Context: an optimization exercise on an open-source flow, tuned for small area, a short achievable clock period and few clock cycles per item. The choices shown serve that exercise and are no tape-out recipe.
In this exercise RTL edits were held to simulation tests only and were not proved equivalent to the original.

==> module sha256_block_compress, before the edit <==
module sha256_block_compress (
  input  logic        clk,
  input  logic        rst,
  input  logic        start,
  output logic        busy,
  input  logic [36:0] item,
  output logic [35:0] result,
  output logic        result_strobe
);
  logic        cmd;
  logic [3:0]  idx;
  logic [31:0] data;
  assign cmd  = item[36];
  assign idx  = item[35:32];
  assign data = item[31:0];
  logic [7:0][31:0]  hash;
  logic [7:0][31:0]  v, v_rnd;
  logic [15:0][31:0] msg, win;
  logic [31:0]       hkw;
  logic              run, fin, ob;
  logic [5:0]        kcnt;    
  logic [2:0]        oidx;
  function automatic logic [31:0] rotr(input logic [31:0] x, input int n);
    rotr = (x >> n) | (x << (32 - n));
  endfunction
  logic is_load, is_go, load_blk, go_blk, msg_blk, accept, go, do_load, do_msg;
  assign is_load  = !cmd && !idx[3];
  assign is_go    = cmd && (idx == 4'd15);
  assign load_blk = run || fin || (ob && (idx[2:0] > oidx));
  assign go_blk   = run || fin;
  assign msg_blk  = run && (kcnt < 6'd15) && ({2'b00, idx} > kcnt + 6'd1);
  assign busy     = (is_load && load_blk) || (is_go && go_blk) || (cmd && msg_blk);
  assign accept   = start && !busy;
  assign go       = accept && is_go;
  assign do_load  = accept && is_load;
  assign do_msg   = accept && cmd;
  logic [3:0]  ridx;
  logic [31:0] w_msg, w_sched, w_next, k_t;
  assign ridx    = 4'(kcnt + 6'd1);
  assign w_msg   = msg[ridx];
  assign w_sched = (rotr(win[1], 17) ^ rotr(win[1], 19) ^ (win[1] >> 10))
                 + win[6]
                 + (rotr(win[14], 7) ^ rotr(win[14], 18) ^ (win[14] >> 3))
                 + win[15];
  assign w_next  = (kcnt < 6'd15) ? w_msg : w_sched;
  assign k_t     = shabc_pkg::round_k(kcnt);
  shabc_round u_round (
    .v_in  (v),
    .hkw   (hkw),
    .v_out (v_rnd)
  );
  always_ff @(posedge clk) begin
    if (rst) begin
      run  <= 1'b0;
      fin  <= 1'b0;
      ob   <= 1'b0;
      kcnt <= '0;
      oidx <= '0;
    end else begin
      fin <= run && (kcnt == 6'd0);
      if (go) begin
        run  <= 1'b1;
        kcnt <= 6'd1;
      end else if (run) begin
        if (kcnt == 6'd0) run  <= 1'b0;
        else              kcnt <= kcnt + 6'd1;
      end
      if (fin) begin
        ob   <= 1'b1;
        oidx <= '0;
      end else if (ob) begin
        oidx <= oidx + 3'd1;
        if (oidx == 3'd7) ob <= 1'b0;
      end
    end
  end
  always_ff @(posedge clk) begin
    if (rst) begin
      hash <= '0;
    end else if (do_load) begin
      hash[idx[2:0]] <= data;
    end else if (fin) begin
      for (int i = 0; i < 8; i++) hash[i] <= hash[i] + v[i];
    end
  end
  always_ff @(posedge clk) begin
    if (do_msg) msg[idx] <= data;
  end
  always_ff @(posedge clk) begin
    v   <= go ? hash : v_rnd;
    hkw <= (go ? hash[7] : v[6]) + k_t + (go ? msg[0] : win[0]);
    win[15:2] <= win[14:1];
    win[1]    <= go ? msg[0] : win[0];
    win[0]    <= go ? msg[1] : w_next;
  end
  assign result_strobe = ob;
  assign result        = {hash[oidx], oidx, (oidx == 3'd7)};
endmodule
==> flow/config.mk <==
export PLATFORM = sky130hd
export DESIGN_NAME = sha256_block_compress
export DESIGN_NICKNAME = sha256_block_compress
export VERILOG_FILES = /design/flow/design.v
export SDC_FILE = /design/flow/constraint.sdc
export NUM_CORES = 4
export LEC_CHECK = 0
export CAP_MARGIN = 20
export CORE_MARGIN = 2
export CORE_UTILIZATION = 40
export SLEW_MARGIN = 20
==> flow/constraint.sdc <==
create_clock -name core_clock -period 9.0 [get_ports {clk}]
set_input_delay 1.8000 -clock core_clock [delete_from_list [all_inputs] [get_ports {clk}]]
set_output_delay 1.8000 -clock core_clock [all_outputs]
set_load 0.01 [all_outputs]
run.sh (not shown) runs the stock make flow with config.mk's settings and CLKGATE_MAP_FILE= SYNTH_SCRIPT=/design/flow/synth_recipe.tcl, a recipe that flattens the netlist after the stock synthesis.
The baseline produced a clean layout.
Testbench counts at the start, summed over its fixed seeds: cycles 23,277, blocks 320.
Then changed:
--- a/flow/design.v
+++ b/flow/design.v
@@ -171,5 +171,6 @@
   logic [15:0][31:0] msg, win;
   logic [31:0]       hkw;
-  logic              run, fin, ob;
+  logic              act, com, fin, ob;
+  logic [15:0]       fresh;    
   logic [5:0]        kcnt;    
   logic [2:0]        oidx;
@@ -178,4 +179,6 @@
   endfunction
   logic is_load, is_go, load_blk, go_blk, msg_blk, accept, go, do_load, do_msg;
+  logic run;
+  assign run      = act && com;
   assign is_load  = !cmd && !idx[3];
   assign is_go    = cmd && (idx == 4'd15);
@@ -198,4 +201,14 @@
   assign w_next  = (kcnt < 6'd15) ? w_msg : w_sched;
   assign k_t     = shabc_pkg::round_k(kcnt);
+  logic [31:0] hkw_run, hkw_start;
+  assign hkw_run   = v[6] + k_t + win[0];
+  assign hkw_start = hash[7] + shabc_pkg::round_k(6'd0) + msg[0];
+  logic spec_ok, spec_go, start_now;
+  assign spec_ok   = !do_load
+                   && !(do_msg && ({2'b00, idx} <= kcnt + 6'd1))
+                   && (kcnt < 6'd14) && fresh[ridx];
+  assign spec_go   = !act && !fin && !do_load && !(do_msg && idx < 4'd2)
+                   && fresh[0] && fresh[1];
+  assign start_now = go ? !(act && spec_ok) : spec_go;
   shabc_round u_round (
     .v_in  (v),
@@ -205,17 +218,29 @@
   always_ff @(posedge clk) begin
     if (rst) begin
-      run  <= 1'b0;
-      fin  <= 1'b0;
-      ob   <= 1'b0;
-      kcnt <= '0;
-      oidx <= '0;
+      act   <= 1'b0;
+      com   <= 1'b0;
+      fin   <= 1'b0;
+      ob    <= 1'b0;
+      kcnt  <= '0;
+      oidx  <= '0;
+      fresh <= '0;
     end else begin
       fin <= run && (kcnt == 6'd0);
-      if (go) begin
-        run  <= 1'b1;
+      if (go) fresh <= '0;
+      else if (do_msg) fresh[idx] <= 1'b1;
+      if (go) com <= 1'b1;
+      else if (run && kcnt == 6'd0) com <= 1'b0;
+      if (start_now) begin
+        act  <= 1'b1;
         kcnt <= 6'd1;
       end else if (run) begin
-        if (kcnt == 6'd0) run  <= 1'b0;
+        if (kcnt == 6'd0) act  <= 1'b0;
         else              kcnt <= kcnt + 6'd1;
+      end else if (act) begin
+        if (spec_ok) kcnt <= kcnt + 6'd1;
+        else begin
+          act  <= 1'b0;
+          kcnt <= 6'd0;
+        end
       end
       if (fin) begin
@@ -228,4 +253,6 @@
     end
   end
+  logic hadd;
+  assign hadd = fin || (run && (kcnt >= 6'd62 || kcnt == 6'd0));
   always_ff @(posedge clk) begin
     if (rst) begin
@@ -233,6 +260,9 @@
     end else if (do_load) begin
       hash[idx[2:0]] <= data;
-    end else if (fin) begin
-      for (int i = 0; i < 8; i++) hash[i] <= hash[i] + v[i];
+    end else if (hadd) begin
+      hash[3:1] <= hash[2:0];
+      hash[0]   <= hash[3] + v[0];
+      hash[7:5] <= hash[6:4];
+      hash[4]   <= hash[7] + v[4];
     end
   end
@@ -241,9 +271,9 @@
   end
   always_ff @(posedge clk) begin
-    v   <= go ? hash : v_rnd;
-    hkw <= (go ? hash[7] : v[6]) + k_t + (go ? msg[0] : win[0]);
+    v   <= start_now ? hash : v_rnd;
+    hkw <= start_now ? hkw_start : hkw_run;
     win[15:2] <= win[14:1];
-    win[1]    <= go ? msg[0] : win[0];
-    win[0]    <= go ? msg[1] : w_next;
+    win[1]    <= start_now ? msg[0] : win[0];
+    win[0]    <= start_now ? msg[1] : w_next;
   end
   assign result_strobe = ob;
After rerunning: Flip-flop and latch count fell by 15. Worst setup slack is better by 0.78 ns. Via count decreases by 12%. Synthesized area came out lower by 7.6%.
Testbench counts after the change, summed over its fixed seeds: cycles 22,094, blocks 320.

## static timing again, ports no longer ideal
How much do the figures lean on ideal ports? The routed layouts below were timed once more, with nothing changed but the port constraints.
Step 1 sets driving cells, clkbuf_16 on the clock port and buf_2 on the other inputs (assumed; they add their load-dependent delay and slew).
Step 2 adds t to the input delays and takes it off the output delays; t is the mean of the earliest and latest rising clock arrival at the registers after step 1. Input paths then give back, and output paths get back, about the clock's delay inside the block.
Three values: ideal, step 1, step 2; two values: the first two.
run | t (ns) | slack for setup (ns) | worst setup path after step 2
the first run | 0.931 | 1.432 / 1.434 / 0.503 | input to register
the second run | 0.922 | 2.216 / 2.128 / 2.113 | input to register
After both steps every run listed still meets setup and hold. For the first run, which loses most, drivers alone change the setup slack by +0.002 ns; drivers and shift together by -0.929 ns.
